What follows belongs to an exercise in optimizing a design on an open flow for small area and a short achievable clock period; a production flow would make more cautious choices.
Only simulation tests tie the RTL to the original design; equivalence was not proved.
No activity file was given, so power comes from the tool's default toggle rates.

### flow/config.mk
export PLATFORM = sky130hd
export DESIGN_NAME = retire_stage
export DESIGN_NICKNAME = retire_stage
export VERILOG_FILES = /design/flow/design.v
export SDC_FILE = /design/flow/constraint.sdc
export NUM_CORES = 4
export LEC_CHECK = 0
export CAP_MARGIN = 20
export CORE_MARGIN = 2
export CORE_UTILIZATION = 40
export CTS_BUF_LIST = sky130_fd_sc_hd__clkbuf_2 sky130_fd_sc_hd__clkbuf_4 sky130_fd_sc_hd__clkbuf_8
export PLACE_DENSITY = 0.6
export SETUP_SLACK_MARGIN = 2.3
export SLEW_MARGIN = 20
export SYNTH_HIERARCHICAL = 1
### flow/constraint.sdc
create_clock -name core_clock -period 4.5 [get_ports {clk_i}]
set_input_delay 0.9000 -clock core_clock [delete_from_list [all_inputs] [get_ports {clk_i}]]
set_output_delay 0.9000 -clock core_clock [all_outputs]
set_load 0.01 [all_outputs]
### flow/design.v
`default_nettype none
package rob_pkg;
    typedef logic [3-1:0] rob_id_t;
    typedef logic [16-1:0] rob_data_t;
    typedef struct packed {
        logic      completed;
        rob_data_t data;
    } rob_entry_t;
    typedef struct packed {
        rob_id_t   id;
        rob_data_t data;
    } rob_commit_t;
    function automatic rob_id_t id_next(input rob_id_t id);
        logic carry;
        carry = 1'b1;
        for (int i = 0; i < 3; i++) begin
            id_next[i] = id[i] ^ carry;
            carry      = carry & id[i];
        end
    endfunction
endpackage
`default_nettype wire
`timescale 1ns/10ps
`default_nettype none
module rob_memory (
    input  wire logic                                 clk_i,
    input  wire logic                                 rst_ni,
    input  wire logic [4-1:0]             wr_valid_i,
    input  wire logic [4*3-1:0]   wr_id_i,
    input  wire logic [4*16-1:0] wr_data_i,
    input  wire logic [8-1:0]                head_sel_i,
    input  wire logic                                 clear_i,
    output logic                                      head_done_o,
    output logic [8*16-1:0]         data_o
);
    logic [8-1:0] completed_q;
    logic [8-1:0] port_sel [4];
    for (genvar p = 0; p < 4; p++) begin : gen_dec
        rob_decode dec (
            .valid_i (wr_valid_i[p]),
            .id_i    (wr_id_i[p*3 +: 3]),
            .sel_o   (port_sel[p])
        );
    end
    for (genvar e = 0; e < 8; e++) begin : gen_entry
        logic [4-1:0] wr_sel;
        logic                     wr_any;
        rob_pkg::rob_data_t       data_q;
        rob_pkg::rob_data_t       data_d;
        for (genvar p = 0; p < 4; p++) begin : gen_port
            assign wr_sel[p] = port_sel[p][e];
        end
        assign wr_any = |wr_sel;
        always_ff @(posedge clk_i) begin
            if (!rst_ni) begin
                completed_q[e] <= 1'b0;
            end else if (wr_any) begin
                completed_q[e] <= 1'b1;
            end else if (clear_i && head_sel_i[e]) begin
                completed_q[e] <= 1'b0;
            end
        end
        rob_select #(.N(4)) wr_mux (
            .sel_i  (wr_sel),
            .hold_i (completed_q[e]),
            .data_i (wr_data_i),
            .q_i    (data_q),
            .d_o    (data_d)
        );
        always_ff @(posedge clk_i) begin
            data_q <= data_d;
        end
        assign data_o[e*16 +: 16] = data_q;
    end
    assign head_done_o = |(completed_q & head_sel_i);
endmodule
module rob_select #(
    parameter int N = 4
) (
    input  wire logic [N-1:0]            sel_i,
    input  wire logic                    hold_i,
    input  wire logic [N*16-1:0] data_i,
    input  rob_pkg::rob_data_t           q_i,
    output rob_pkg::rob_data_t           d_o
);
    localparam int T = N + 1;
    localparam int G = (T + 2) / 3;
    logic [T-1:0]             sel;
    logic [T*16-1:0] data;
    rob_pkg::rob_data_t       grp_n [G];
    assign sel  = {sel_i, hold_i};
    assign data = {data_i, q_i};
    for (genvar g = 0; g < G; g++) begin : gen_grp
        localparam int K = (3*g + 3 <= T) ? 3 : T - 3*g;
        rob_aoi #(.K(K)) aoi (
            .sel_i  (sel[3*g +: K]),
            .data_i (data[3*g*16 +: K*16]),
            .y_no   (grp_n[g])
        );
    end
    always_comb begin
        d_o = '0;
        for (int g = 0; g < G; g++) begin
            d_o = d_o | ~grp_n[g];
        end
    end
endmodule
module rob_aoi #(
    parameter int K = 3
) (
    input  wire logic [K-1:0]             sel_i,
    input  wire logic [K*16-1:0] data_i,
    output rob_pkg::rob_data_t            y_no
);
    always_comb begin
        y_no = '1;
        for (int i = 0; i < K; i++) begin
            y_no = y_no & ~({16{sel_i[i]}} & data_i[i*16 +: 16]);
        end
    end
endmodule
module rob_decode (
    input  wire logic              valid_i,
    input  rob_pkg::rob_id_t       id_i,
    output logic [8-1:0]  sel_o
);
    logic [3:0] lo;
    logic [1:0] hi;
    rob_predecode predec (
        .valid_i (valid_i),
        .id_i    (id_i),
        .lo_o    (lo),
        .hi_o    (hi)
    );
    for (genvar e = 0; e < 8; e++) begin : gen_sel
        assign sel_o[e] = hi[e / 4] & lo[e % 4];
    end
endmodule
module rob_predecode (
    input  wire logic              valid_i,
    input  rob_pkg::rob_id_t       id_i,
    output logic [3:0]             lo_o,
    output logic [1:0]             hi_o
);
    for (genvar k = 0; k < 4; k++) begin : gen_lo
        assign lo_o[k] = (id_i[1:0] == 2'(k));
    end
    assign hi_o[0] = valid_i & ~id_i[2];
    assign hi_o[1] = valid_i &  id_i[2];
endmodule
`default_nettype wire
`timescale 1ns/10ps
`default_nettype none
module retire_stage (
    input  wire logic clk_i,
    input  wire logic rst_ni,
    input  wire logic issue_valid_i,
    output logic      issue_ready_o,
    output logic      issue_id_valid_o,
    output rob_pkg::rob_id_t   issue_id_o,
    input  wire logic issue_id_ready_i,
    input  wire logic [4-1:0]             retire_valid_i,
    input  wire logic [4*3-1:0]   retire_id_i,
    input  wire logic [4*16-1:0] retire_data_i,
    output logic      commit_valid_o,
    output rob_pkg::rob_id_t   commit_id_o,
    output rob_pkg::rob_data_t commit_data_o,
    input  wire logic commit_ready_i
);
    rob_pkg::rob_id_t   last_id_q;    
    rob_pkg::rob_id_t   prev_head_q;  
    rob_pkg::rob_id_t   head_id;
    rob_pkg::rob_id_t   last_id_inc;
    logic               full_d;
    logic               not_full_q;    
    logic               issue_free_q;  
    logic               issue_valid_d;
    logic               empty_q;
    logic               issue_valid_q;
    logic               issue_in_ready;
    logic               alloc;
    logic               commit_valid_q;
    logic               commit_in_ready;
    logic               head_done;
    logic               head_ready;
    logic               pop;
    logic [8-1:0] head_sel;
    logic [8-1:0] load_sel;
    logic [8*16-1:0] mem_data;
    rob_pkg::rob_data_t commit_data_d;
    rob_pkg::rob_data_t commit_data_q;
    assign issue_in_ready = ~issue_valid_q | issue_id_ready_i;
    assign issue_ready_o  = issue_free_q | (not_full_q & issue_id_ready_i);
    assign alloc          = issue_valid_i & issue_ready_o;
    assign head_id     = rob_pkg::id_next(prev_head_q);
    assign last_id_inc = rob_pkg::id_next(last_id_q);
    for (genvar e = 0; e < 8; e++) begin : gen_head
        assign head_sel[e] = (head_id == rob_pkg::rob_id_t'(e));
    end
    rob_memory rob_memory0 (
        .clk_i       (clk_i),
        .rst_ni      (rst_ni),
        .wr_valid_i  (retire_valid_i),
        .wr_id_i     (retire_id_i),
        .wr_data_i   (retire_data_i),
        .head_sel_i  (head_sel),
        .clear_i     (pop),
        .head_done_o (head_done),
        .data_o      (mem_data)
    );
    assign head_ready      = ~empty_q & head_done;
    assign commit_in_ready = ~commit_valid_q | commit_ready_i;
    assign pop             = head_ready & commit_in_ready;
    always_comb begin
        full_d = ~not_full_q;
        if (alloc && !pop) begin
            full_d = (last_id_inc == prev_head_q);
        end else if (pop && !alloc) begin
            full_d = 1'b0;
        end
    end
    assign issue_valid_d = issue_in_ready ? alloc : issue_valid_q;
    always_ff @(posedge clk_i) begin
        if (!rst_ni) begin
            last_id_q      <= '1;
            prev_head_q    <= '1;
            not_full_q     <= 1'b1;
            issue_free_q   <= 1'b1;
            empty_q        <= 1'b1;
            issue_valid_q  <= 1'b0;
            commit_valid_q <= 1'b0;
        end else begin
            if (alloc) begin
                last_id_q <= last_id_inc;
            end
            if (pop) begin
                prev_head_q <= head_id;
            end
            if (alloc && !pop) begin
                empty_q <= 1'b0;
            end else if (pop && !alloc) begin
                empty_q <= (head_id == last_id_q);
            end
            not_full_q    <= ~full_d;
            issue_free_q  <= ~full_d & ~issue_valid_d;
            issue_valid_q <= issue_valid_d;
            if (commit_in_ready) begin
                commit_valid_q <= head_ready;
            end
        end
    end
    assign load_sel = head_sel & {8{commit_in_ready}};
    rob_select #(.N(8)) commit_mux (
        .sel_i  (load_sel),
        .hold_i (~commit_in_ready),
        .data_i (mem_data),
        .q_i    (commit_data_q),
        .d_o    (commit_data_d)
    );
    always_ff @(posedge clk_i) begin
        commit_data_q <= commit_data_d;
    end
    assign issue_id_valid_o = issue_valid_q;
    assign issue_id_o       = last_id_q;
    assign commit_valid_o   = commit_valid_q;
    assign commit_id_o      = prev_head_q;
    assign commit_data_o    = commit_data_q;
endmodule
`default_nettype wire
### flow/flow/run.sh
#!/bin/bash
# Layout flow: the standard flow (standard.sh) with two changes
#  - logic is mapped by ABC with an area-oriented script (flow/abc_area.script);
#    flip-flops are mapped before ABC, so the registers are the standard ones
#  - the port buffers are plain buf_1 cells
# Each tool's output goes to the log files ORFS writes under orfs/logs, and
# the whole run's output to flow_run.log here.
set -euo pipefail
here=$(pwd)
{
  printf 'proc abc {args} {\n'
  printf '  set i [lsearch $args -script]\n'
  printf '  if {$i >= 0} { lset args [expr {$i + 1}] %s }\n' "$here/flow/abc_area.script"
  printf '  yosys abc {*}$args\n'
  printf '}\n'
  cat "$here/synth_recipe.tcl"
} > "$here/own_synth.tcl"
sed "s|SYNTH_SCRIPT=[^ ]*|SYNTH_SCRIPT=$here/own_synth.tcl|" standard.sh > own_standard.sh
grep -q "SYNTH_SCRIPT=$here/own_synth.tcl" own_standard.sh
export BUFFER_PORTS_ARGS="-buffer_cell sky130_fd_sc_hd__buf_1"
bash own_standard.sh finish > flow_run.log 2>&1
### flow/flow/abc_area.script
&get -n
&st
&dch
&nf -a
&put
### flow/standard.sh
#!/bin/bash
# synth_recipe.tcl (not shown) runs the flow's synth.tcl, then flattens the netlist and writes it again
# the make line also repeats each setting of config.mk as NAME=value (left out here)
make -C /OpenROAD-flow-scripts/flow DESIGN_CONFIG=/design/flow/config.mk WORK_HOME=/design/flow/orfs CLKGATE_MAP_FILE= SYNTH_SCRIPT=/design/flow/synth_recipe.tcl "${@:-finish}"
==> impl_metrics.csv, run 1 <==
group,metric,value,unit
run_status,run_status,"no timing/DRC/antenna violations",
floorplanning,initial_core_util,40.6,%
cells_and_area,fillerInstances,1778,
worst_setup_path,cp_num_buf_inv,3,
worst_setup_path,r2r-end,"empty_q",
worst_setup_path,cell_chain_of_the_critical_path,"buf_8 > a21oi_4 > clkinv_2 > buf_6",
timing,slew_headroom,31.3,%
cells_and_area,areaGrowthSynthToFinish,23.2,%
worst_hold_path,hold_depth,2,
global_routing,grt_overflow,0,
floorplanning,core_region_area,18700,sq um
synth,synth_area_leaders,"sky130_fd_sc_hd__dfxtp_1 43%, sky130_fd_sc_hd__a222oi_1 23%, sky130_fd_sc_hd__a22oi_1 13%",
routing,num_vias,8742,
routing,post-route-drc-count,0,
synth,synth-warning-count,15,
power_and_ir_drop,report.power.total,3.55,mW
clock_tree,numCtsBuffers,17,
timing,skew,14.3,ps
worst_setup_path,timing.critical_path.fanout_max,2,
worst_hold_path,hold_path.startpoint,"rob_memory0.gen_entry[1].data_q[4]",
clock_tree,insertion_delay,470,ps
routing,dr.pass1.iters,15,
worst_setup_path,critical_path_class,"in -> out",
synth,post_synth_inst_count,765,
synth,synth.avg_cell_area,9.93,sq um
worst_setup_path,critical_path_arrival,1330,ps
worst_setup_path,ff2ff_path_depth,9,
cells_and_area,drive_above_1_share,13.6,%
routing,post_drt_wl_per_cell,28.8,microns
timing,totalNegativeSetupSlack,0,ps
global_routing,grt_usage,33.4,%
worst_setup_path,critPathCaptureType,"output pin",
timing,worst_slew_pin_slew,1030,ps
power_and_ir_drop,power_density,379,nW/um^2
global_routing,number_of_antenna_violations_at_the_first_check_in_global_routing,0,
timing,fin_hold_viols,0,
synth,synthDistinctLibCells,27,
synth,ys_top_cells_by_count,"176 x sky130_fd_sc_hd__a222oi_1, 163 x sky130_fd_sc_hd__dfxtp_1, 133 x sky130_fd_sc_hd__a22oi_1",
worst_setup_path,worst-endpoint-required,3600,ps
clock_tree,numClockSinks,163,
place,place_congestion,0.857,
routing,postRouteAntennaNets,0,
floorplanning,placement_rows,50,
cells_and_area,antenna_cells_inserted,0,
synth,synth_top_cell_area_share,42.9,%
timing,fmax,449,MHz
flow_run,cap_viol_max_count,0,
clock_tree,cts_root_buf,"sky130_fd_sc_hd__clkbuf_8",
clock_tree,cts_buffer_depth,2,
timing,rsz0062_at_grt,"true",
worst_hold_path,worstHoldPathType,"reg -> reg",
synth,synth_top_area_cell,"sky130_fd_sc_hd__dfxtp_1",
power_and_ir_drop,static-leakage-power,3.69,nW
clock_tree,clkSlewWorstSetupHoldPaths,90,ps
timing,fin_crit_sh,49.5,%
synth,synth.yosys.seq_area_share,42.9,%
synth,async_reset_ff_share,0,%
synth,cell_area_after_technology_mapping,7600,sq um
routing,route.final.wire_length,34.5,mm
global_routing,grt_max_degree,23,
floorplanning,die-area,20100,sq um
routing,routed_via_density,7.31,
synth,synthesis.nets,858,
worst_setup_path,critical_path.reg2reg.startpoint,"prev_head_q[0]",
cells_and_area,numnets_final,1042,
worst_setup_path,timing.critical_path.from_type,"primary input",
timing,maxSlewViolCount,0,
worst_hold_path,hold-path-endpoint,"commit_data_q[4]",
synth,synth-edff-count,0,
clock_tree,level_count_of_the_clock_h_tree,4,
timing,fin_crit,2230,ps
power_and_ir_drop,vdd.ir_drop.worst,0.179,mV
global_routing,vias_in_the_first_global_route,8105,
place,detailedPlacementHpwl,20.1,mm
floorplanning,ports,110,
worst_setup_path,crit_family,"buffers and inverters",
timing,report.final.setup_viol,0,
clock_tree,cts_tree,"done",
worst_setup_path,crit_slowest_cell,"sky130_fd_sc_hd__a21oi_4",
floorplanning,die-width,142,microns
worst_setup_path,crit_path_max_incr_delay,130,ps
synth,ys_ff_latch,163,
worst_setup_path,flop_to_flop_setup_slack,2350,ps
global_routing,global_route_wire_length_before_repair,50.0,mm
place,detailedPlace.worstSlack,1740,ps
routing,first_iter_violations,2139,
place,port_buffers,109,
synth,yosysMostFrequentCell,"sky130_fd_sc_hd__a222oi_1",
timing,final_critical_path_setup_slack,2270,ps
synth,ys_dominant_reg_cell,"sky130_fd_sc_hd__dfxtp_1",
floorplanning,floorplan.die.height,142,microns
## registers in the layout (all words and copies together), names as in the netlist, 3 cells and up
name and count:
prev_head_q 3, commit_data_q 16, last_id_q 3, rob_memory0.gen_entry.data_q 128, rob_memory0.completed_q 8
## report_power, final
part           internal, mW  switching, mW  leakage [nW]
clock                 0.551          0.599         0.183
sequential             1.59          0.119          1.34
combinational         0.266          0.431          2.17
## per-module statistics from Yosys (local to each module, per instance), a selection
| module | copies in the design | cells inside |
|---|---|---|
| retire_stage | 1 | 96 |
| rob_memory | 1 | 165 |
| rob_predecode | 4 | 6 |
| rob_decode | 4 | 8 |
## cells by family after synthesis
family | share of synthesized area, %
compound gates | 39.5
fa+ha+maj | 1.32
buf+inv | 0.395
flops | 42.9
xor+xnor | 1.12
simple gates | 14.7
## per-stage QoR
step                      hold slack [ps]  util (%)  cells  area [sq um]
after floorplan                       435         -    765          7650
after global placement                468      46.3   1149          8660
after detailed placement              471      46.3   1149          8660
after CTS                             487      49.5   1192          9260
after global routing                  509      50.1   1196          9370
final                                 494      50.1   1196          9370
## worst reg2reg max path: cells and delay by family (launching register included)
family	cells	cell delay, ps
compound gates	2	390
xor+xnor	1	220
fa+ha+maj	2	430
flops	1	390
simple gates	4	640
## how the worst max path moves through the flow
stage,from,endpoint,slack (ps),depth (start not counted)
after detailed placement,commit_ready_i,commit_data_q[14],1740,7
after global placement,commit_ready_i,commit_data_q[14],1800,7
final,issue_id_ready_i,issue_ready_o,2270,4
after CTS,issue_id_ready_i,issue_ready_o,2260,4
after global routing,issue_id_ready_i,issue_ready_o,2250,4
after floorplan,retire_valid_i[0],rob_memory0.completed_q[1],2300,4
## cell usage in the layout (no fill, tap or decap), types with 3 or more instances in the layout
| master | count |
|---|---|
| sky130_fd_sc_hd__clkinv_1 | 4 |
| sky130_fd_sc_hd__or4_1 | 8 |
| sky130_fd_sc_hd__ha_1 | 4 |
| sky130_fd_sc_hd__nor2b_2 | 3 |
| sky130_fd_sc_hd__nand2_1 | 129 |
| sky130_fd_sc_hd__buf_4 | 54 |
| sky130_fd_sc_hd__xnor2_1 | 4 |
| sky130_fd_sc_hd__a21boi_0 | 4 |
| sky130_fd_sc_hd__dfxtp_1 | 158 |
| sky130_fd_sc_hd__o21a_1 | 10 |
| sky130_fd_sc_hd__a21boi_1 | 5 |
| sky130_fd_sc_hd__dfxtp_2 | 3 |
| sky130_fd_sc_hd__and2_0 | 21 |
| sky130_fd_sc_hd__and2_1 | 15 |
| sky130_fd_sc_hd__and2_4 | 8 |
| sky130_fd_sc_hd__buf_1 | 107 |
| sky130_fd_sc_hd__ha_4 | 3 |
| sky130_fd_sc_hd__o21ai_0 | 5 |
| sky130_fd_sc_hd__and2_2 | 5 |
| sky130_fd_sc_hd__nand3_1 | 18 |
| sky130_fd_sc_hd__bufinv_16 | 3 |
| sky130_fd_sc_hd__clkinv_4 | 3 |
| sky130_fd_sc_hd__a222oi_1 | 176 |
| sky130_fd_sc_hd__a22oi_2 | 3 |
| sky130_fd_sc_hd__clkbuf_8 | 17 |
| sky130_fd_sc_hd__nor2b_1 | 16 |
| sky130_fd_sc_hd__a22oi_1 | 130 |
| sky130_fd_sc_hd__nor2_1 | 5 |
| sky130_fd_sc_hd__clkinvlp_4 | 9 |
## cell type report
class | count | area (sq um) | area share [%]
multi-input combinational | 594 | 4480 | 47.9
tap | 234 | 293 | 3.13
timing repair buffer | 165 | 860 | 9.18
sequential | 163 | 3270 | 35.0
clock buffer | 17 | 234 | 2.50
clock inverter | 15 | 185 | 1.98
inverter | 8 | 35.0 | 0.374
## timing repair
item	in CTS	in global routing
buffers inserted	11	4
gates resized for setup	32	28
endpoints found under the setup margin	28	29
pin swaps	4	11
cloned	0	0
hold buffers	0	0
## routing by layer
| layer | share of wire (%) | GRT usage (%) | routed length (microns) | vias up |
|---|---|---|---|---|
| met2 | 43 | 48.9 | 14700 | 769 |
| met1 | 39 | 45.5 | 13300 | 4127 |
| li1 | - | - | - | 3747 |
| met4 | 3.0 | 12.5 | 1040 | 0 |
| met3 | 16 | 11.4 | 5420 | 99 |
| met5 | 0 | 0 | 0 | - |
==> inputs of run 2 (changes only) <==
--- a/flow/design.v
+++ b/flow/design.v
@@ -175,7 +175,6 @@
     logic               not_full_q;    
     logic               issue_free_q;  
     logic               issue_valid_d;
-    logic               empty_q;
     logic               issue_valid_q;
     logic               issue_in_ready;
     logic               alloc;
@@ -208,7 +207,7 @@
         .head_done_o (head_done),
         .data_o      (mem_data)
     );
-    assign head_ready      = ~empty_q & head_done;
+    assign head_ready      = head_done;
     assign commit_in_ready = ~commit_valid_q | commit_ready_i;
     assign pop             = head_ready & commit_in_ready;
     always_comb begin
@@ -226,7 +225,6 @@
             prev_head_q    <= '1;
             not_full_q     <= 1'b1;
             issue_free_q   <= 1'b1;
-            empty_q        <= 1'b1;
             issue_valid_q  <= 1'b0;
             commit_valid_q <= 1'b0;
         end else begin
@@ -235,11 +233,6 @@
             end
             if (pop) begin
                 prev_head_q <= head_id;
-            end
-            if (alloc && !pop) begin
-                empty_q <= 1'b0;
-            end else if (pop && !alloc) begin
-                empty_q <= (head_id == last_id_q);
             end
             not_full_q    <= ~full_d;
             issue_free_q  <= ~full_d & ~issue_valid_d;
--- a/flow/config.mk
+++ b/flow/config.mk
@@ -7,9 +7,9 @@
 export LEC_CHECK = 0
 export CAP_MARGIN = 20
 export CORE_MARGIN = 2
-export CORE_UTILIZATION = 40
+export CORE_UTILIZATION = 30
 export CTS_BUF_LIST = sky130_fd_sc_hd__clkbuf_2 sky130_fd_sc_hd__clkbuf_4 sky130_fd_sc_hd__clkbuf_8
-export PLACE_DENSITY = 0.6
+export PLACE_DENSITY = 0.45
 export SETUP_SLACK_MARGIN = 2.3
 export SLEW_MARGIN = 20
 export SYNTH_HIERARCHICAL = 1
==> run 2 against run 1 <==
Effect of this change:
- still clean
- setup slack better by 37 ps
- sequential cell count down 1
- final area fell by 2.1%
- largest power group unchanged
- critical path type is now in -> reg
- die area increased by 30%
==> impl_metrics.csv, run 2 <==
group,metric,value,unit
run_status,run_status,"no timing/DRC/antenna violations",
timing,report.final.setup_viol,0,
power_and_ir_drop,power_density,419,nW/um^2
cells_and_area,largest_register_ffs,128,
worst_setup_path,timing.critical_path.from_type,"primary input",
worst_setup_path,critical_path.reg2reg.startpoint,"prev_head_q[0]",
synth,yosysMostFrequentCell,"sky130_fd_sc_hd__a222oi_1",
timing,skew,16.8,ps
synth,synth.yosys.seq_area_share,43.4,%
worst_setup_path,cp_num_buf_inv,2,
global_routing,grt_usage,28.3,%
global_routing,vias_in_the_first_global_route,7865,
floorplanning,ports,110,
place,total_placed_instance_area,8640,sq um
clock_tree,numClockSinks,162,
routing,postRouteAntennaNets,0,
timing,fin_hold_viols,0,
cells_and_area,areaGrowthSynthToFinish,22.8,%
worst_setup_path,critical_path_class,"in -> reg",
routing,post_drt_wl_per_cell,29.9,microns
clock_tree,cts_buffer_depth,2,
global_routing,grt_overflow,0,
floorplanning,die-area,26200,sq um
cells_and_area,fillerInstances,2592,
power_and_ir_drop,vdd.ir_drop.worst,0.229,mV
routing,dr.pass1.iters,9,
worst_hold_path,worstHoldPathType,"reg -> reg",
cells_and_area,layout_commonest_cell,"sky130_fd_sc_hd__a222oi_1",
synth,synth-warning-count,15,
timing,slew_headroom,30.1,%
worst_setup_path,cell_chain_of_the_critical_path,"buf_1 > and2_0 > and2_1 > buf_4 > or4_1 > o21a_1",
place,detailedPlacementHpwl,22.8,mm
floorplanning,core_region_area,24400,sq um
synth,synth_top_area_cell,"sky130_fd_sc_hd__dfxtp_1",
global_routing,number_of_antenna_violations_at_the_first_check_in_global_routing,0,
synth,ys_ff_latch,162,
cells_and_area,postLayoutCellArea,9170,sq um
cells_and_area,antenna_cells_inserted,0,
timing,rsz0062_at_grt,"true",
floorplanning,floorplan.die.height,162,microns
global_routing,grtUsageMet2,41.0,%
clock_tree,level_count_of_the_clock_h_tree,4,
timing,maxSlewViolCount,0,
timing,fin_crit_sh,48.7,%
floorplanning,placement_rows,57,
synth,synth_area_leaders,"sky130_fd_sc_hd__dfxtp_1 43%, sky130_fd_sc_hd__a222oi_1 24%, sky130_fd_sc_hd__a22oi_1 13%",
worst_setup_path,crit_slowest_cell,"sky130_fd_sc_hd__or4_1",
timing,hold_slack,493,ps
worst_setup_path,ff2ff_path_depth,7,
synth,ys_top_cells_by_count,"176 x sky130_fd_sc_hd__a222oi_1, 162 x sky130_fd_sc_hd__dfxtp_1, 136 x sky130_fd_sc_hd__nand2_1",
floorplanning,die-width,162,microns
cells_and_area,drive_above_1_share,11.4,%
clock_tree,insertion_delay,470,ps
clock_tree,cts_root_buf,"sky130_fd_sc_hd__clkbuf_8",
place,port_buffers,109,
floorplanning,initial_core_util,30.6,%
worst_setup_path,crit_path_max_incr_delay,510,ps
worst_hold_path,hold_depth,2,
global_routing,met3_usage,7.89,%
timing,fmax,456,MHz
synth,async_reset_ff_share,0,%
synth,synth.avg_cell_area,9.92,sq um
worst_setup_path,r2r-end,"commit_data_q[0]",
timing,fin_crit,2190,ps
synth,cell_area_after_technology_mapping,7470,sq um
synth,synthDistinctLibCells,23,
routing,num_vias,8549,
clock_tree,ctsHoldBuffers,0,
synth,synth-edff-count,0,
routing,first_iter_violations,1919,
cells_and_area,layout_top_registers,"rob_memory0.gen_entry.data_q (128), commit_data_q (16), rob_memory0.completed_q (8)",
worst_hold_path,hold-path-endpoint,"commit_data_q[0]",
routing,route.final.wire_length,37.9,mm
cells_and_area,layout_common_cells,"176 x sky130_fd_sc_hd__a222oi_1, 155 x sky130_fd_sc_hd__dfxtp_1, 136 x sky130_fd_sc_hd__nand2_1",
synth,synth_top_cell_area_share,43.4,%
worst_setup_path,crit_family,"simple AND/OR/NAND/NOR gates",
routing,post-route-drc-count,0,
cells_and_area,max_flop_register,"rob_memory0.gen_entry.data_q",
cells_and_area,final_core_utilization,37.6,%
cells_and_area,numnets_final,1022,
global_routing,grt_use_met1,40.7,%
global_routing,grt_max_degree,19,
worst_setup_path,critical_path_arrival,2540,ps
clock_tree,cts_tree,"done",
clock_tree,clkSlewWorstSetupHoldPaths,90,ps
power_and_ir_drop,static-leakage-power,3.60,nW
worst_setup_path,critPathCaptureType,"register",
synth,synthesis.nets,844,
routing,routed_via_density,6.74,
worst_hold_path,hold_path.startpoint,"rob_memory0.gen_entry[1].data_q[0]",
worst_setup_path,flop_to_flop_setup_slack,2380,ps
timing,totalNegativeSetupSlack,0,ps
flow_run,cap_viol_max_count,0,
place,place_congestion,0.837,
clock_tree,numCtsBuffers,17,
global_routing,global_route_wire_length_before_repair,54.4,mm
worst_setup_path,timing.critical_path.from,"retire_id_i[2]",
worst_setup_path,timing.critical_path.fanout_max,9,
worst_setup_path,worst-endpoint-required,4850,ps
global_routing,grt_most_used_layer,"met2",
power_and_ir_drop,report.power.total,3.85,mW
synth,ys_dominant_reg_cell,"sky130_fd_sc_hd__dfxtp_1",
timing,worst_slew_pin_slew,1050,ps
synth,post_synth_inst_count,753,
[run 2: cell count changes in the layout (fill, tap and decap cells not counted), sizes merged, moves of 3 or more]
cell	delta
nor2b	+4
o21ai	-5
inv	+6
xor2	+3
nand2	+6
and2	-5
buf	-8
clkinvlp	-7
[run 2: how the worst max path moves through the flow]
| stage | endpoint | slack (ps) | cells past startpoint |
|---|---|---|---|
| after global placement | commit_data_q[13] | 1770 | 6 |
| final | rob_memory0.completed_q[7] | 2310 | 6 |
| after global routing | issue_free_q | 2290 | 9 |
| after floorplan | rob_memory0.completed_q[1] | 2300 | 4 |
| after detailed placement | rob_memory0.completed_q[2] | 1740 | 6 |
| after CTS | prev_head_q[2] | 2310 | 10 |
[run 2: final cells by class]
type,instances,area [sq um],area share [%]
Tap cell,324,405,4.42
Multi-Input combinational cell,588,4320,47.1
Timing Repair Buffer,158,796,8.68
Clock inverter,15,148,1.61
Inverter,4,15.0,0.164
Clock buffer,17,234,2.55
Sequential cell,162,3260,35.5
[run 2: stage by stage]
stage          setup slack (ps)  cells
3_5_place_dp               1740   1229
2_1_floorplan              2300    753
4_1_cts                    2310   1265
5_1_grt                    2290   1268
6_report                   2310   1268
3_3_place_gp               1770   1229
[run 2: cell families (layout without fill, tap and decap cells)]
logic type,after synthesis,in the layout,share of synthesized area (%)
and+or+nand+nor,240,240,15.1
DFF,162,162,43.4
muxes,1,1,0.134
xor gates and xnor gates,7,8,0.821
adders and majority gates,6,6,1.00
AOI/OAI and AO/OA,333,333,39.3
buffers and inverters,4,194,0.201
[run 2: tightest hold or removal path, delay by kind of cell (launching register included)]
kind | cells | cell delay (ps)
flops | 1 | 340
simple gates | 1 | 70
compound gates | 1 | 60
[run 2: timing repair]
action | CTS | global route
setup buffers | 3 | 3
gates resized for setup | 13 | 23
setup endpoints to repair | 30 | 24
pin swaps | 2 | 2
cloned | 1 | 0
[run 2: layer usage]
layer / wire (microns) / vias to the layer above
met3: 4500 / 57
met4: 896 / 0
li1: - / 3687
met1: 16400 / 4198
met2: 16200 / 607
met5: 0 / -
[run 2: Yosys stat by module, one instance, submodules excluded, a selection]
module | cells | flops+latches
rob_memory | 165 | 136
retire_stage | 84 | 26
rob_decode | 8 | 0
rob_predecode | 6 | 0
[run 2: power breakdown]
part	leakage (nW)	internal, mW	switching, mW
sequential	1.34	1.61	0.146
combinational	2.08	0.358	0.655
clock	0.192	0.455	0.626
total	3.60	2.42	1.43
==> inputs of run 3 (changes only) <==
--- a/flow/design.v
+++ b/flow/design.v
@@ -173,7 +173,7 @@
     rob_pkg::rob_id_t   last_id_inc;
     logic               full_d;
     logic               not_full_q;    
-    logic               issue_free_q;  
+    logic               issue_busy_q;  
     logic               issue_valid_d;
     logic               issue_valid_q;
     logic               issue_in_ready;
@@ -189,7 +189,12 @@
     rob_pkg::rob_data_t commit_data_d;
     rob_pkg::rob_data_t commit_data_q;
     assign issue_in_ready = ~issue_valid_q | issue_id_ready_i;
-    assign issue_ready_o  = issue_free_q | (not_full_q & issue_id_ready_i);
+    rob_ready_gate issue_ready_gate (
+        .busy_i  (issue_busy_q),
+        .avail_i (not_full_q),
+        .ready_i (issue_id_ready_i),
+        .ready_o (issue_ready_o)
+    );
     assign alloc          = issue_valid_i & issue_ready_o;
     assign head_id     = rob_pkg::id_next(prev_head_q);
     assign last_id_inc = rob_pkg::id_next(last_id_q);
@@ -224,7 +229,7 @@
             last_id_q      <= '1;
             prev_head_q    <= '1;
             not_full_q     <= 1'b1;
-            issue_free_q   <= 1'b1;
+            issue_busy_q   <= 1'b0;
             issue_valid_q  <= 1'b0;
             commit_valid_q <= 1'b0;
         end else begin
@@ -235,7 +240,7 @@
                 prev_head_q <= head_id;
             end
             not_full_q    <= ~full_d;
-            issue_free_q  <= ~full_d & ~issue_valid_d;
+            issue_busy_q  <= full_d | issue_valid_d;
             issue_valid_q <= issue_valid_d;
             if (commit_in_ready) begin
                 commit_valid_q <= head_ready;
@@ -259,4 +264,21 @@
     assign commit_id_o      = prev_head_q;
     assign commit_data_o    = commit_data_q;
 endmodule
+module rob_ready_gate (
+    input  wire logic busy_i,
+    input  wire logic avail_i,
+    input  wire logic ready_i,
+    output logic      ready_o
+);
+    logic avail_ready_n;
+    rob_nand2 nand_in  (.a_i(avail_i), .b_i(ready_i),       .y_o(avail_ready_n));
+    rob_nand2 nand_out (.a_i(busy_i),  .b_i(avail_ready_n), .y_o(ready_o));
+endmodule
+module rob_nand2 (
+    input  wire logic a_i,
+    input  wire logic b_i,
+    output logic      y_o
+);
+    assign y_o = ~(a_i & b_i);
+endmodule
 `default_nettype wire
--- a/flow/config.mk
+++ b/flow/config.mk
@@ -9,7 +9,8 @@
 export CORE_MARGIN = 2
 export CORE_UTILIZATION = 30
 export CTS_BUF_LIST = sky130_fd_sc_hd__clkbuf_2 sky130_fd_sc_hd__clkbuf_4 sky130_fd_sc_hd__clkbuf_8
+export CTS_CLUSTER_SIZE = 30
 export PLACE_DENSITY = 0.45
-export SETUP_SLACK_MARGIN = 2.3
+export SETUP_SLACK_MARGIN = 2.35
 export SLEW_MARGIN = 20
 export SYNTH_HIERARCHICAL = 1
==> run 3 against run 2 <==
Effect of this change:
- area after synthesis hardly changed
- hold slack worse by 4.2 ps
- total power is 4.6% higher
- wire length is 2.5% lower
- sequential share of layout area is 0.14 points lower
- register-to-register slack worse by 20 ps
- fmax is 0.47% higher
- clock-buffer cell count is 2 higher
- synthesized cell count is 0.13% higher
- clock power is 16% higher
- critical endpoint is now rob_memory0.completed_q[0]
- largest cell class unchanged
- largest power group unchanged
==> impl_metrics.csv, run 3 <==
group,metric,value,unit
worst_setup_path,critical_path_class,"in -> reg",
worst_setup_path,worst-endpoint-required,4860,ps
synth,synth_area_leaders,"sky130_fd_sc_hd__dfxtp_1 43%, sky130_fd_sc_hd__a222oi_1 24%, sky130_fd_sc_hd__a22oi_1 13%",
place,port_buffers,109,
clock_tree,numCtsBuffers,17,
routing,route.final.wire_length,37.0,mm
power_and_ir_drop,p_clk_share,31.1,%
synth,ys_top_cells_by_count,"176 x sky130_fd_sc_hd__a222oi_1, 162 x sky130_fd_sc_hd__dfxtp_1, 139 x sky130_fd_sc_hd__nand2_1",
synth,synthXorXnorAreaFrac,0.704,%
worst_setup_path,flop_to_flop_setup_slack,2360,ps
power_and_ir_drop,power_report.internal_total,2.65,mW
routing,postRouteAntennaNets,0,
cells_and_area,drive_above_1_share,12.0,%
cells_and_area,layout_common_cells,"176 x sky130_fd_sc_hd__a222oi_1, 156 x sky130_fd_sc_hd__dfxtp_1, 138 x sky130_fd_sc_hd__nand2_1",
global_routing,vias_in_the_first_global_route,8018,
global_routing,grtUsageMet2,41.9,%
synth,synth-warning-count,15,
cells_and_area,final_core_utilization,37.7,%
worst_setup_path,timing.critical_path.fanout_max,10,
synth,synth_top_cell_area_share,43.4,%
clock_tree,cts_root_buf,"sky130_fd_sc_hd__clkbuf_8",
synth,post_synth_and_or_nand_nor_area_fraction,15.5,%
worst_setup_path,critical_path.reg2reg.startpoint,"prev_head_q[0]",
global_routing,grt_usage,27.4,%
routing,post_drt_wl_per_cell,29.4,microns
worst_setup_path,crit_slowest_cell,"sky130_fd_sc_hd__or4_1",
floorplanning,floorplan.die.height,162,microns
run_status,run_status,"no timing/DRC/antenna violations",
cells_and_area,numnets_final,1011,
worst_setup_path,ff2ff_path_depth,9,
floorplanning,die-width,162,microns
clock_tree,level_count_of_the_clock_h_tree,4,
worst_setup_path,cp_num_buf_inv,2,
power_and_ir_drop,static-leakage-power,3.61,nW
global_routing,grt_use_met1,38.9,%
clock_tree,numClockSinks,162,
synth,synthesis.nets,845,
synth,synth-edff-count,0,
global_routing,met3_usage,5.75,%
timing,fin_hold_viols,0,
synth,async_reset_ff_share,0,%
floorplanning,initial_core_util,30.6,%
power_and_ir_drop,power.share.combinational,24.9,%
clock_tree,ctsHoldBuffers,0,
global_routing,global_route_wire_length_before_repair,53.2,mm
global_routing,grt_overflow,0,
timing,fin_crit,2180,ps
synth,ys_dominant_reg_cell,"sky130_fd_sc_hd__dfxtp_1",
power_and_ir_drop,power_density,437,nW/um^2
timing,hold_slack,488,ps
worst_setup_path,crit_family,"simple AND/OR/NAND/NOR gates",
timing,worst_slew_pin_slew,1170,ps
floorplanning,core_region_area,24400,sq um
synth,yosysMostFrequentCell,"sky130_fd_sc_hd__a222oi_1",
routing,routed_via_density,6.76,
worst_setup_path,critPathCaptureType,"register",
synth,post_synth_inst_count,754,
cells_and_area,layout_top_registers,"rob_memory0.gen_entry.data_q (128), commit_data_q (16), rob_memory0.completed_q (8)",
timing,rsz0062_at_grt,"true",
clock_tree,clkSlewWorstSetupHoldPaths,90,ps
synth,ys_ff_latch,162,
timing,fin_crit_sh,48.5,%
synth,synth_top_area_cell,"sky130_fd_sc_hd__dfxtp_1",
power_and_ir_drop,vdd.ir_drop.worst,0.242,mV
timing,maxSlewViolCount,0,
worst_setup_path,r2r-end,"not_full_q",
power_and_ir_drop,report.power.total,4.02,mW
worst_hold_path,worstHoldPathType,"reg -> reg",
worst_hold_path,hold_depth,2,
floorplanning,ports,110,
floorplanning,placement_rows,57,
worst_hold_path,hold-path-endpoint,"commit_data_q[11]",
worst_setup_path,crit_path_max_incr_delay,590,ps
timing,fmax,458,MHz
place,place_inst,1214,
cells_and_area,areaGrowthSynthToFinish,23.3,%
worst_setup_path,timing.critical_path.from_type,"primary input",
global_routing,grt_most_used_layer,"met2",
synth,synthDistinctLibCells,23,
synth,cell_area_after_technology_mapping,7470,sq um
place,detailedPlacementHpwl,21.9,mm
global_routing,grt_max_degree,19,
synth,combinational_family_with_the_most_area_after_synthesis,"compound AO/OA/AOI/OAI gates",
timing,report.final.setup_viol,0,
synth,synth.yosys.seq_area_share,43.4,%
power_and_ir_drop,power_switching_share,34.0,%
place,detailedPlace.worstSlack,1730,ps
cells_and_area,max_flop_register,"rob_memory0.gen_entry.data_q",
worst_setup_path,cell_chain_of_the_critical_path,"buf_1 > nor2b_1 > and2_2 > buf_4 > or4_1 > o21a_1",
place,total_placed_instance_area,8530,sq um
clock_tree,cts_buffer_depth,2,
worst_hold_path,hold_path.startpoint,"rob_memory0.gen_entry[1].data_q[11]",
clock_tree,cts_tree,"done",
cells_and_area,layout_commonest_cell,"sky130_fd_sc_hd__a222oi_1",
place,place_congestion,0.823,
power_and_ir_drop,net-switching-power,1.37,mW
synth,synth_compound_area_share,39.1,%
routing,first_iter_violations,1848,
timing,final_critical_path_setup_slack,2320,ps
worst_setup_path,critical_path_arrival,2540,ps
synth,synth_area_in_adders,1.14,%
flow_run,cap_viol_max_count,0,
timing,skew,14.3,ps
cells_and_area,largest_register_ffs,128,
routing,post-route-drc-count,0,
floorplanning,die-area,26200,sq um
synth,synth.avg_cell_area,9.90,sq um
timing,slew_headroom,22.1,%
global_routing,number_of_antenna_violations_at_the_first_check_in_global_routing,1,
synth,post_synth_mux_area_share,0,%
routing,num_vias,8510,
power_and_ir_drop,seq_pwr_share,43.9,%
clock_tree,insertion_delay,460,ps
cells_and_area,postLayoutCellArea,9210,sq um
cells_and_area,fin_cells,1258,
timing,totalNegativeSetupSlack,0,ps
routing,dr.pass1.iters,11,
==> run 3: routing by layer <==
layer  routed length [microns]  share of wire [%]  vias to the layer above
met1                     15400                 42                     4184
li1                          -                  -                     3660
met4                       824                2.2                        0
met5                         0                  0                        -
met3                      4210                 11                       69
met2                     16500                 45                      597
==> run 3: final cells by class <==
type | count | area [sq um]
Fill cell | 2555 | 15200
Multi-Input combinational cell | 589 | 4350
Sequential cell | 162 | 3260
Timing Repair Buffer | 146 | 707
Tap cell | 324 | 405
Clock buffer | 19 | 249
Clock inverter | 13 | 210
Inverter | 4 | 28.8
Antenna cell | 1 | 2.50
==> run 3: power by group through the flow <==
stage,Sequential (mW),Combinational (mW),Clock (mW)
after floorplan,1.75,0.453,0
after global placement,1.80,0.862,0
after detailed placement,1.79,0.870,0
after CTS,1.76,0.976,1.28
after global routing,1.78,1.07,1.34
final,1.77,1.00,1.25
==> run 3: cells by family (layout without fill, tap and decap cells) <==
group                      Yosys count  in the layout
and+or+nand+nor                    245            245
other                                0              1
xor gates and xnor gates             6              7
buffers and inverters                4            182
adders and majority gates            7              7
DFF                                162            162
AOI/OAI and AO/OA                  330            330
==> run 3: Yosys stat by module, one instance, submodules excluded, excerpt <==
module	flip-flops and latches	cells	times used	area (sq um)
rob_predecode	0	6	4	35.0
rob_memory	136	165	1	2940
rob_nand2	0	1	2	3.75
rob_decode	0	8	4	50.0
retire_stage	26	83	1	896
==> run 3: worst max path at each step <==
stage	startpoint	to	slack, ps	depth (start not counted)
detailed placement	commit_ready_i	commit_data_q[14]	1730	7
CTS	prev_head_q[1]	not_full_q	2340	9
floorplan	commit_ready_i	not_full_q	2320	5
global placement	retire_valid_i[1]	rob_memory0.completed_q[0]	1760	6
global route	prev_head_q[0]	not_full_q	2240	9
finish	retire_valid_i[1]	rob_memory0.completed_q[0]	2320	6
==> run 3: timing repair <==
action | 4_1_cts | 5_1_grt
gates cloned | 1 | 0
pin swaps | 4 | 4
resized for setup | 30 | 11
endpoints found under the setup margin | 24 | 31
setup buffers | 8 | 2
==> run 3: worst reg2reg max path, cell delays in order (launching register included) <==
cell,delay [ps]
sky130_fd_sc_hd__dfxtp_4,400
sky130_fd_sc_hd__ha_4,180
sky130_fd_sc_hd__xor2_4,230
sky130_fd_sc_hd__nor2b_2,80
sky130_fd_sc_hd__a22oi_1,190
sky130_fd_sc_hd__nand4_1,220
sky130_fd_sc_hd__nand2b_4,170
sky130_fd_sc_hd__clkinv_8,60
sky130_fd_sc_hd__maj3_2,300
sky130_fd_sc_hd__a211o_1,220
==> inputs of run 4 (changes only) <==
--- a/flow/design.v
+++ b/flow/design.v
@@ -35,22 +35,34 @@
 );
     logic [8-1:0] completed_q;
     logic [8-1:0] port_sel [4];
+    logic [3:0]            port_lo  [4];
+    logic [1:0]            port_hi  [4];
     for (genvar p = 0; p < 4; p++) begin : gen_dec
         rob_decode dec (
             .valid_i (wr_valid_i[p]),
             .id_i    (wr_id_i[p*3 +: 3]),
+            .lo_o    (port_lo[p]),
+            .hi_o    (port_hi[p]),
             .sel_o   (port_sel[p])
         );
     end
     for (genvar e = 0; e < 8; e++) begin : gen_entry
         logic [4-1:0] wr_sel;
+        logic [4-1:0] wr_hi;
+        logic [4-1:0] wr_lo;
         logic                     wr_any;
         rob_pkg::rob_data_t       data_q;
         rob_pkg::rob_data_t       data_d;
         for (genvar p = 0; p < 4; p++) begin : gen_port
             assign wr_sel[p] = port_sel[p][e];
-        end
-        assign wr_any = |wr_sel;
+            assign wr_hi[p]  = port_hi[p][e / 4];
+            assign wr_lo[p]  = port_lo[p][e % 4];
+        end
+        rob_any wr_any_gate (
+            .a_i   (wr_hi),
+            .b_i   (wr_lo),
+            .any_o (wr_any)
+        );
         always_ff @(posedge clk_i) begin
             if (!rst_ni) begin
                 completed_q[e] <= 1'b0;
@@ -122,10 +134,14 @@
 module rob_decode (
     input  wire logic              valid_i,
     input  rob_pkg::rob_id_t       id_i,
+    output logic [3:0]             lo_o,
+    output logic [1:0]             hi_o,
     output logic [8-1:0]  sel_o
 );
     logic [3:0] lo;
     logic [1:0] hi;
+    assign lo_o = lo;
+    assign hi_o = hi;
     rob_predecode predec (
         .valid_i (valid_i),
         .id_i    (id_i),
@@ -147,6 +163,13 @@
     end
     assign hi_o[0] = valid_i & ~id_i[2];
     assign hi_o[1] = valid_i &  id_i[2];
+endmodule
+module rob_any (
+    input  wire logic [4-1:0] a_i,
+    input  wire logic [4-1:0] b_i,
+    output logic                          any_o
+);
+    assign any_o = |(a_i & b_i);
 endmodule
 `default_nettype wire
 `timescale 1ns/10ps
--- a/flow/flow/run.sh
+++ b/flow/flow/run.sh
@@ -3,6 +3,7 @@
 #  - logic is mapped by ABC with an area-oriented script (flow/abc_area.script);
 #    flip-flops are mapped before ABC, so the registers are the standard ones
 #  - the port buffers are plain buf_1 cells
+#  - clock tree synthesis adds no dummy load cells
 # Each tool's output goes to the log files ORFS writes under orfs/logs, and
 # the whole run's output to flow_run.log here.
 set -euo pipefail
@@ -18,4 +19,5 @@
 sed "s|SYNTH_SCRIPT=[^ ]*|SYNTH_SCRIPT=$here/own_synth.tcl|" standard.sh > own_standard.sh
 grep -q "SYNTH_SCRIPT=$here/own_synth.tcl" own_standard.sh
 export BUFFER_PORTS_ARGS="-buffer_cell sky130_fd_sc_hd__buf_1"
+export CTS_ARGS="-sink_clustering_enable -repair_clock_nets -dont_use_dummy_load -buf_list {sky130_fd_sc_hd__clkbuf_2 sky130_fd_sc_hd__clkbuf_4 sky130_fd_sc_hd__clkbuf_8}"
 bash own_standard.sh finish > flow_run.log 2>&1
--- a/flow/config.mk
+++ b/flow/config.mk
@@ -9,7 +9,6 @@
 export CORE_MARGIN = 2
 export CORE_UTILIZATION = 30
 export CTS_BUF_LIST = sky130_fd_sc_hd__clkbuf_2 sky130_fd_sc_hd__clkbuf_4 sky130_fd_sc_hd__clkbuf_8
-export CTS_CLUSTER_SIZE = 30
 export PLACE_DENSITY = 0.45
 export SETUP_SLACK_MARGIN = 2.35
 export SLEW_MARGIN = 20
==> run 4 against run 3 <==
Effect of this change:
- hold slack lost 15 ps
- cell count grew 0.24%
- first-iteration DRC count shrank 8.0%
- largest cell class unchanged
- largest power group unchanged
==> impl_metrics.csv, run 4 <==
group,metric,value,unit
run_status,run_status,"no timing/DRC/antenna violations",
clock_tree,clkSlewWorstSetupHoldPaths,70,ps
synth,yosysMostFrequentCell,"sky130_fd_sc_hd__a222oi_1",
worst_setup_path,critPathCaptureType,"register",
timing,slew_headroom,28.4,%
routing,routed_via_density,6.75,
power_and_ir_drop,vdd.ir_drop.worst,0.171,mV
routing,dr.pass1.iters,10,
clock_tree,level_count_of_the_clock_h_tree,4,
timing,maxSlewViolCount,0,
power_and_ir_drop,static-leakage-power,3.50,nW
global_routing,grt_usage,27.8,%
floorplanning,die-area,26500,sq um
clock_tree,insertion_delay,460,ps
timing,report.final.setup_viol,0,
synth,ys_ff_latch,162,
worst_setup_path,timing.critical_path.from_type,"primary input",
global_routing,number_of_antenna_violations_at_the_first_check_in_global_routing,0,
routing,first_iter_violations,1700,
timing,skew,25.8,ps
power_and_ir_drop,power_density,401,nW/um^2
timing,fin_crit,2190,ps
timing,fin_hold_viols,0,
power_and_ir_drop,p_clk_share,23.0,%
timing,worst_slew_pin_slew,1070,ps
routing,num_vias,8506,
power_and_ir_drop,seq_pwr_share,48.2,%
cells_and_area,numnets_final,1024,
worst_setup_path,crit_path_max_incr_delay,480,ps
cells_and_area,largest_register_ffs,128,
power_and_ir_drop,net-switching-power,1.32,mW
power_and_ir_drop,power_report.internal_total,2.31,mW
cells_and_area,layout_top_registers,"rob_memory0.gen_entry.data_q (128), commit_data_q (16), rob_memory0.completed_q (8)",
cells_and_area,postLayoutCellArea,9060,sq um
cells_and_area,drive_above_1_share,9.67,%
timing,rsz0062_at_grt,"true",
timing,fmax,457,MHz
global_routing,vias_in_the_first_global_route,8106,
routing,post-route-drc-count,0,
routing,route.final.wire_length,37.4,mm
synth,cell_area_after_technology_mapping,7560,sq um
worst_setup_path,critical_path_arrival,2490,ps
timing,totalNegativeSetupSlack,0,ps
synth,synth_top_cell_area_share,42.9,%
synth,synth.yosys.seq_area_share,42.9,%
worst_hold_path,worstHoldPathType,"reg -> reg",
worst_setup_path,worst-endpoint-required,4810,ps
cells_and_area,areaGrowthSynthToFinish,19.9,%
clock_tree,cts_buffer_depth,2,
floorplanning,ports,110,
synth,ys_top_cells_by_count,"176 x sky130_fd_sc_hd__a222oi_1, 162 x sky130_fd_sc_hd__dfxtp_1, 148 x sky130_fd_sc_hd__a22oi_1",
synth,ys_dominant_reg_cell,"sky130_fd_sc_hd__dfxtp_1",
global_routing,grt_overflow,0,
power_and_ir_drop,power.share.combinational,28.8,%
clock_tree,cts_tree,"done",
synth,synth-warning-count,17,
place,total_placed_instance_area,8610,sq um
worst_setup_path,cp_num_buf_inv,3,
synth,post_synth_inst_count,770,
worst_setup_path,critical_path_class,"in -> reg",
synth,synthesis.nets,861,
clock_tree,numClockSinks,162,
worst_setup_path,timing.critical_path.fanout_max,23,
floorplanning,initial_core_util,30.3,%
floorplanning,die-width,163,microns
cells_and_area,layout_common_cells,"176 x sky130_fd_sc_hd__a222oi_1, 158 x sky130_fd_sc_hd__dfxtp_1, 146 x sky130_fd_sc_hd__nand2_1",
floorplanning,floorplan.die.height,163,microns
cells_and_area,final_core_utilization,36.3,%
synth,synth.avg_cell_area,9.81,sq um
timing,fin_crit_sh,48.6,%
synth,async_reset_ff_share,0,%
cells_and_area,max_flop_register,"rob_memory0.gen_entry.data_q",
synth,synth-edff-count,0,
floorplanning,core_region_area,25000,sq um
flow_run,cap_viol_max_count,0,
cells_and_area,antenna_cells_inserted,0,
power_and_ir_drop,report.power.total,3.63,mW
place,place_inst,1233,
place,place_congestion,0.821,
routing,postRouteAntennaNets,0,
worst_setup_path,cell_chain_of_the_critical_path,"buf_1 > nor2b_4 > buf_6 > nor2b_1 > buf_4 > a222oi_1 > nand3_1",
synth,synth_top_area_cell,"sky130_fd_sc_hd__dfxtp_1",
cells_and_area,fin_cells,1261,
clock_tree,cts_root_buf,"sky130_fd_sc_hd__clkbuf_8",
synth,synth_area_leaders,"sky130_fd_sc_hd__dfxtp_1 43%, sky130_fd_sc_hd__a222oi_1 23%, sky130_fd_sc_hd__a22oi_1 15%",
synth,synthDistinctLibCells,22,
global_routing,grt_max_degree,24,
floorplanning,placement_rows,58,
global_routing,global_route_wire_length_before_repair,54.1,mm
place,detailedPlacementHpwl,22.1,mm
cells_and_area,layout_commonest_cell,"sky130_fd_sc_hd__a222oi_1",
worst_setup_path,crit_family,"buffers and inverters",
place,port_buffers,109,
power_and_ir_drop,power_switching_share,36.3,%
routing,post_drt_wl_per_cell,29.7,microns
clock_tree,numCtsBuffers,17,
worst_setup_path,crit_slowest_cell,"sky130_fd_sc_hd__a222oi_1",
==> run 4: metrics by stage <==
step,hold slack (ps),worst slack (ps)
after floorplan,448,2320
after global placement,463,1580
final,473,2310
after detailed placement,472,1700
after CTS,474,2350
after global routing,506,2220
==> run 4: power by group through the flow <==
stage                     Sequential [mW]  Combinational, mW  Clock [mW]
after floorplan                      1.75              0.459           0
after global placement               1.78              0.900           0
after detailed placement             1.78              0.904           0
after CTS                            1.75               1.02       0.858
after global routing                 1.77               1.11       0.914
final                                1.75               1.05       0.835
==> run 4: what timing repair did <==
action	in CTS	in global routing
resized for setup	34	18
hold buffers	0	0
pin swaps	2	4
cloned	1	0
buffers inserted	10	0
setup endpoints to repair	84	60
==> run 4: path summary, 6_finish.rpt <==
check,from,endpoint,slack (ps),cells after the start
max reg2reg,prev_head_q[0],not_full_q,2340,9
min reg2reg,rob_memory0.gen_entry[1].data_q[8],commit_data_q[8],470,2
max,commit_ready_i,commit_data_q[4],2310,7
min,rob_memory0.gen_entry[1].data_q[8],commit_data_q[8],470,2
==> run 4: logic make-up (layout without fill, tap and decap cells) <==
family	count (synthesis)	after routing	synth area share, %
DFF	162	162	42.9
xor gates and xnor gates	6	7	0.696
adders and majority gates	7	7	1.13
and+or+nand+nor	245	245	14.9
AOI/OAI and AO/OA	346	346	40.2
buffers and inverters	4	164	0.199
==> run 4: per-module statistics from Yosys, one instance, submodules excluded, excerpt <==
module / flops+latches / cell area, sq um / times used
rob_decode: 0 / 50.0 / 4
retire_stage: 26 / 896 / 1
rob_predecode: 0 / 35.0 / 4
rob_nand2: 0 / 3.75 / 2
rob_memory: 136 / 2880 / 1
rob_any: 0 / 18.8 / 8
==> run 4: area by class of cell <==
class,count,area (sq um)
well taps,330,413
inverters,4,27.5
repair buffers,143,703
fillers,2611,15900
multi-input cells,605,4430
flip-flops and latches,162,3250
clock buffers,17,234
==> run 4: worst min-delay path, cell delays in order, from the launching register on <==
cell	delay, ps
sky130_fd_sc_hd__dfxtp_1	330
sky130_fd_sc_hd__a222oi_1	60
sky130_fd_sc_hd__nand3_1	60
==> run 4: metal layers <==
layer | part of all wire, % | up-vias | global-route usage (%)
met5 | 0 | - | 0
met4 | 3.2 | 0 | 9.90
met3 | 10 | 79 | 6.01
met2 | 44 | 534 | 41.7
met1 | 43 | 4191 | 39.1
li1 | - | 3702 | -
==> inputs of run 5 (changes only) <==
--- a/flow/flow/run.sh
+++ b/flow/flow/run.sh
@@ -1,5 +1,5 @@
 #!/bin/bash
-# Layout flow: the standard flow (standard.sh) with two changes
+# Layout flow: the standard flow (standard.sh) with three changes
 #  - logic is mapped by ABC with an area-oriented script (flow/abc_area.script);
 #    flip-flops are mapped before ABC, so the registers are the standard ones
 #  - the port buffers are plain buf_1 cells
--- a/flow/config.mk
+++ b/flow/config.mk
@@ -10,6 +10,6 @@
 export CORE_UTILIZATION = 30
 export CTS_BUF_LIST = sky130_fd_sc_hd__clkbuf_2 sky130_fd_sc_hd__clkbuf_4 sky130_fd_sc_hd__clkbuf_8
 export PLACE_DENSITY = 0.45
-export SETUP_SLACK_MARGIN = 2.35
+export SETUP_SLACK_MARGIN = 2.3
 export SLEW_MARGIN = 20
 export SYNTH_HIERARCHICAL = 1
==> run 5 against run 4 <==
Effect of this change:
- still clean on timing, DRC and antenna
- utilization hardly changed
- non-clock buffer count did not move
- clock-buffer cell count unchanged
- sequential cell count is the same
- area after synthesis stayed put
- sequential share of layout area barely moved
- setup slack got worse by 29 ps
- cell count stayed put
- die area is the same
- clock skew about the same
- fmax decreased by 1.3%
- critical path depth down 2
==> impl_metrics.csv, run 5 <==
group,metric,value,unit
routing,post_drt_wl_per_cell,29.7,microns
global_routing,number_of_antenna_violations_at_the_first_check_in_global_routing,0,
synth,ys_top_cells_by_count,"176 x sky130_fd_sc_hd__a222oi_1, 162 x sky130_fd_sc_hd__dfxtp_1, 148 x sky130_fd_sc_hd__a22oi_1",
clock_tree,numCtsBuffers,17,
place,place_congestion,0.821,
clock_tree,numClockSinks,162,
synth,post_synth_inst_count,770,
synth,ys_ff_latch,162,
worst_setup_path,timing.critical_path.from_type,"primary input",
global_routing,grt_usage,27.7,%
global_routing,grt_overflow,0,
worst_setup_path,critPathCaptureType,"register",
synth,synth_area_leaders,"sky130_fd_sc_hd__dfxtp_1 43%, sky130_fd_sc_hd__a222oi_1 23%, sky130_fd_sc_hd__a22oi_1 15%",
timing,slew_headroom,30.1,%
timing,fin_crit_sh,49.2,%
worst_setup_path,critical_path.reg2reg.startpoint,"rob_memory0.completed_q[0]",
routing,route.final.wire_length,37.5,mm
cells_and_area,layout_top_registers,"rob_memory0.gen_entry.data_q (128), commit_data_q (16), rob_memory0.completed_q (8)",
synth,synth.yosys.seq_area_share,42.9,%
timing,rsz0062_at_grt,"true",
timing,totalNegativeSetupSlack,0,ps
timing,worst_slew_pin_slew,1050,ps
cells_and_area,drive_above_1_share,8.92,%
power_and_ir_drop,vdd.ir_drop.worst,0.170,mV
floorplanning,ports,110,
routing,postRouteAntennaNets,0,
clock_tree,cts_root_buf,"sky130_fd_sc_hd__clkbuf_8",
cells_and_area,fillerInstances,2611,
synth,synth-edff-count,0,
timing,maxSlewViolCount,0,
synth,synth_top_area_cell,"sky130_fd_sc_hd__dfxtp_1",
cells_and_area,final_core_utilization,36.3,%
global_routing,grt_use_met1,38.8,%
cells_and_area,max_flop_register,"rob_memory0.gen_entry.data_q",
cells_and_area,postLayoutCellArea,9050,sq um
cells_and_area,largest_register_ffs,128,
synth,async_reset_ff_share,0,%
worst_setup_path,critical_path_arrival,2600,ps
worst_setup_path,worst-endpoint-required,4880,ps
place,total_placed_instance_area,8610,sq um
clock_tree,level_count_of_the_clock_h_tree,4,
worst_hold_path,worstHoldPathType,"reg -> reg",
clock_tree,clkSlewWorstSetupHoldPaths,80,ps
timing,fin_hold_viols,0,
global_routing,met3_usage,6.49,%
synth,synth_top_cell_area_share,42.9,%
worst_hold_path,hold_path.startpoint,"rob_memory0.gen_entry[1].data_q[8]",
timing,report.final.setup_viol,0,
global_routing,grt_max_degree,24,
clock_tree,insertion_delay,460,ps
routing,post-route-drc-count,0,
worst_setup_path,timing.critical_path.from,"retire_valid_i[1]",
cells_and_area,layout_common_cells,"176 x sky130_fd_sc_hd__a222oi_1, 159 x sky130_fd_sc_hd__dfxtp_1, 147 x sky130_fd_sc_hd__a22oi_1",
clock_tree,cts_tree,"done",
power_and_ir_drop,static-leakage-power,3.49,nW
run_status,run_status,"no timing/DRC/antenna violations",
cells_and_area,numnets_final,1024,
floorplanning,core_region_area,25000,sq um
cells_and_area,areaGrowthSynthToFinish,19.8,%
routing,routed_via_density,6.72,
global_routing,grt_most_used_layer,"met2",
synth,yosysMostFrequentCell,"sky130_fd_sc_hd__a222oi_1",
routing,first_iter_violations,1686,
floorplanning,die-area,26500,sq um
flow_run,cap_viol_max_count,0,
clock_tree,ctsHoldBuffers,0,
worst_setup_path,critical_path_class,"in -> reg",
synth,synthDistinctLibCells,22,
routing,dr.pass1.iters,10,
synth,synth-warning-count,17,
clock_tree,cts_buffer_depth,2,
global_routing,global_route_wire_length_before_repair,54.0,mm
cells_and_area,layout_commonest_cell,"sky130_fd_sc_hd__a222oi_1",
worst_setup_path,timing.critical_path.fanout_max,16,
synth,synthesis.nets,861,
place,port_buffers,109,
synth,synth.avg_cell_area,9.81,sq um
cells_and_area,antenna_cells_inserted,0,
floorplanning,initial_core_util,30.3,%
synth,cell_area_after_technology_mapping,7560,sq um
floorplanning,die-width,163,microns
place,detailedPlacementHpwl,22.1,mm
global_routing,vias_in_the_first_global_route,8112,
global_routing,grtUsageMet2,41.6,%
timing,fmax,452,MHz
timing,fin_crit,2210,ps
floorplanning,floorplan.die.height,163,microns
power_and_ir_drop,power_density,400,nW/um^2
floorplanning,placement_rows,58,
synth,ys_dominant_reg_cell,"sky130_fd_sc_hd__dfxtp_1",
timing,skew,26.2,ps
routing,num_vias,8470,
==> run 5: cell families (layout without fill, tap and decap cells) <==
logic type,Yosys count,in the layout,share of synthesized area (%)
compound gates,346,346,40.2
xor+xnor,6,7,0.696
fa+ha+maj,7,7,1.13
buf+inv,4,164,0.199
flops,162,162,42.9
simple gates,245,245,14.9
==> run 5: repair_timing <==
| action | in CTS | in global routing |
|---|---|---|
| endpoints found under the setup margin | 57 | 58 |
| resized for setup | 25 | 12 |
| buffers inserted | 9 | 0 |
| pin swaps | 1 | 2 |
| cloned | 1 | 0 |
==> run 5: modules after synthesis (local to each module, per instance), a selection <==
module,flip-flops and latches,times used,cells inside,area (sq um)
rob_nand2,0,2,1,3.75
retire_stage,26,1,83,896
rob_decode,0,4,8,50.0
rob_any,0,8,3,18.8
rob_memory,136,1,157,2880
rob_predecode,0,4,6,35.0
==> run 5: critical path, cell delays in order <==
cell and delay [ps]:
sky130_fd_sc_hd__buf_1 80, sky130_fd_sc_hd__nor2b_1 420, sky130_fd_sc_hd__and2_1 860, sky130_fd_sc_hd__a222oi_1 220, sky130_fd_sc_hd__nand2_1 110
==> run 5: per-layer routing <==
metal	part of all wire (%)	vias to the layer above
met5	0	-
met4	3.2	0
met3	11	76
met2	44	551
met1	42	4137
li1	-	3706
==> run 5: metrics by stage <==
stage	total power [mW]	instances	worst slack [ps]	hold slack, ps
final	3.62	1261	2290	471
after global routing	3.79	1261	2210	506
after CTS	3.61	1260	2300	474
after detailed placement	2.68	1233	1700	472
after global placement	2.68	1231	1580	463
after floorplan	2.21	770	2320	448
==> run 5: path summary, 6_finish.rpt <==
kind,slack (ps),cells after the start,endpoint
min,470,2,commit_data_q[8]
min reg2reg,470,2,commit_data_q[8]
max reg2reg,2320,7,not_full_q
max,2290,5,rob_memory0.gen_entry[3].data_q[14]
==> run 5: where the power goes <==
group          internal (mW)  switching [mW]  total (mW)
clock network          0.334           0.498       0.832
registers               1.60           0.146        1.75
logic                  0.371           0.669        1.04
total                   2.31            1.31        3.62
==> run 5: final cells by class <==
| cell class | count | area [sq um] | area share (%) |
|---|---|---|---|
| clock buffer | 17 | 234 | 2.58 |
| inverter | 4 | 27.5 | 0.304 |
| multi-input combinational | 605 | 4420 | 48.8 |
| sequential | 162 | 3250 | 35.9 |
| tap | 330 | 413 | 4.56 |
| timing repair buffer | 143 | 711 | 7.85 |
==> inputs of run 6 (changes only) <==
--- a/flow/config.mk
+++ b/flow/config.mk
@@ -10,6 +10,6 @@
 export CORE_UTILIZATION = 30
 export CTS_BUF_LIST = sky130_fd_sc_hd__clkbuf_2 sky130_fd_sc_hd__clkbuf_4 sky130_fd_sc_hd__clkbuf_8
 export PLACE_DENSITY = 0.45
-export SETUP_SLACK_MARGIN = 2.3
+export SETUP_SLACK_MARGIN = 2.4
 export SLEW_MARGIN = 20
 export SYNTH_HIERARCHICAL = 1
==> run 6 against run 5 <==
Effect of this change:
- still clean on timing, DRC and antenna
- sequential cell count is the same
- hold slack lost 1.1 ps
- combinational power is essentially flat
- via count grew 0.41%
- setup slack gained 75 ps
- fmax grew 3.5%
- area after synthesis is the same
- utilization grew 0.12 points
- largest cell class unchanged
- largest power group unchanged
==> impl_metrics.csv, run 6 <==
group,metric,value,unit
worst_setup_path,cp_num_buf_inv,1,
cells_and_area,max_flop_register,"rob_memory0.gen_entry.data_q",
flow_run,cap_viol_max_count,0,
worst_setup_path,timing.critical_path.fanout_max,5,
floorplanning,die-area,26500,sq um
floorplanning,ports,110,
synth,synth-edff-count,0,
synth,synth_area_leaders,"sky130_fd_sc_hd__dfxtp_1 43%, sky130_fd_sc_hd__a222oi_1 23%, sky130_fd_sc_hd__a22oi_1 15%",
run_status,run_status,"no timing/DRC/antenna violations",
clock_tree,ctsHoldBuffers,0,
synth,yosysMostFrequentCell,"sky130_fd_sc_hd__a222oi_1",
clock_tree,cts_tree,"done",
clock_tree,level_count_of_the_clock_h_tree,4,
timing,worst_slew_pin_slew,1040,ps
worst_setup_path,ff2ff_path_depth,9,
timing,skew,27.9,ps
routing,postRouteAntennaNets,0,
routing,dr.pass1.iters,11,
power_and_ir_drop,power_density,401,nW/um^2
synth,synth.avg_cell_area,9.81,sq um
clock_tree,clkSlewWorstSetupHoldPaths,100,ps
routing,first_iter_violations,1791,
cells_and_area,final_core_utilization,36.4,%
-- run 6: changes by cell type in the layout (fill, tap and decap cells not counted) --
cell	change
sky130_fd_sc_hd__dfxtp_2	+2
sky130_fd_sc_hd__a21boi_0	-2
sky130_fd_sc_hd__buf_4	+1
sky130_fd_sc_hd__and2_2	+7
sky130_fd_sc_hd__dfxtp_1	-2
sky130_fd_sc_hd__and2_0	-1
sky130_fd_sc_hd__a22oi_2	+2
sky130_fd_sc_hd__and2_1	-6
sky130_fd_sc_hd__a21boi_1	+2
sky130_fd_sc_hd__a22oi_1	-2
-- run 6: stage by stage --
stage / setup WS (ps) / power (mW) / instances / hold WS [ps]
2_1_floorplan: 2320 / 2.21 / 770 / 448
3_3_place_gp: 1580 / 2.68 / 1231 / 463
3_5_place_dp: 1700 / 2.68 / 1233 / 472
4_1_cts: 2360 / 3.62 / 1261 / 474
5_1_grt: 2240 / 3.81 / 1262 / 506
6_report: 2360 / 3.64 / 1262 / 470
-- run 6: repair_timing --
action | 4_1_cts | 5_1_grt
resized for setup | 39 | 17
cloned | 1 | 0
pin swaps | 3 | 5
setup endpoints to repair | 118 | 62
buffers inserted | 10 | 1
-- run 6: Yosys stat by module (local to each module, per instance), excerpt --
module / copies in the design / cells inside / cell area [sq um]
rob_any: 8 / 3 / 18.8
retire_stage: 1 / 83 / 896
rob_memory: 1 / 157 / 2880
rob_nand2: 2 / 1 / 3.75
rob_decode: 4 / 8 / 50.0
rob_predecode: 4 / 6 / 35.0
-- run 6: worst min-delay path by stage --
stage	slack, ps	cells after the start	endpoint
finish	470	2	commit_data_q[8]
global route	510	2	commit_data_q[3]
CTS	470	2	commit_data_q[8]
detailed placement	470	2	commit_data_q[1]
global placement	460	2	commit_data_q[7]
floorplan	450	2	commit_data_q[0]
-- run 6: kinds of logic (layout without fill, tap and decap cells) --
logic type | Yosys count | count (layout) | synth area share (%)
XOR/XNOR | 6 | 7 | 0.696
buffers and inverters | 4 | 165 | 0.199
flip-flops | 162 | 162 | 42.9
adder cells (fa/ha/maj) | 7 | 7 | 1.13
AND/OR/NAND/NOR | 245 | 245 | 14.9
AO/OA/AOI/OAI | 346 | 346 | 40.2
-- run 6: worst register-to-register path, cell delays in order, from the launching register on --
cell	delay, ps
sky130_fd_sc_hd__dfxtp_4	380
sky130_fd_sc_hd__ha_4	180
sky130_fd_sc_hd__xor2_4	170
sky130_fd_sc_hd__and2_4	190
sky130_fd_sc_hd__a22oi_2	180
sky130_fd_sc_hd__nand4_1	180
sky130_fd_sc_hd__nand2b_4	170
sky130_fd_sc_hd__clkinv_8	60
sky130_fd_sc_hd__maj3_2	310
sky130_fd_sc_hd__a211o_1	220
-- run 6: final cells by class --
type | count | area [sq um]
fill | 2613 | 15900
multi-input combinational | 605 | 4440
sequential | 162 | 3250
timing repair buffer | 144 | 718
tap | 330 | 413
clock buffer | 17 | 234
inverter | 4 | 27.5
-- run 6: layer usage --
layer / vias to the layer above / share of wire [%] / GRT usage [%]
li1: 3706 / - / -
met1: 4163 / 42 / 39.1
met2: 562 / 44 / 41.9
met3: 74 / 11 / 5.93
met4: 0 / 2.9 / 9.73
met5: - / 0 / 0
-- run 6: where the power goes --
| group | leakage [nW] | internal, mW | switching (mW) | total [mW] |
|---|---|---|---|---|
| Sequential | 1.34 | 1.60 | 0.146 | 1.75 |
| Clock | 0.122 | 0.335 | 0.498 | 0.833 |
| Combinational | 2.05 | 0.385 | 0.675 | 1.06 |
| Total | 3.51 | 2.32 | 1.32 | 3.64 |

Re-timed with assumed drivers on the ports (clkbuf_16 on the clock, buf_2 on other inputs), run 6 has 2.347 ns of setup slack against 2.361 ns with ideal ports, and 1.928 ns once port delays also move by the mid clock arrival of 0.490 ns.
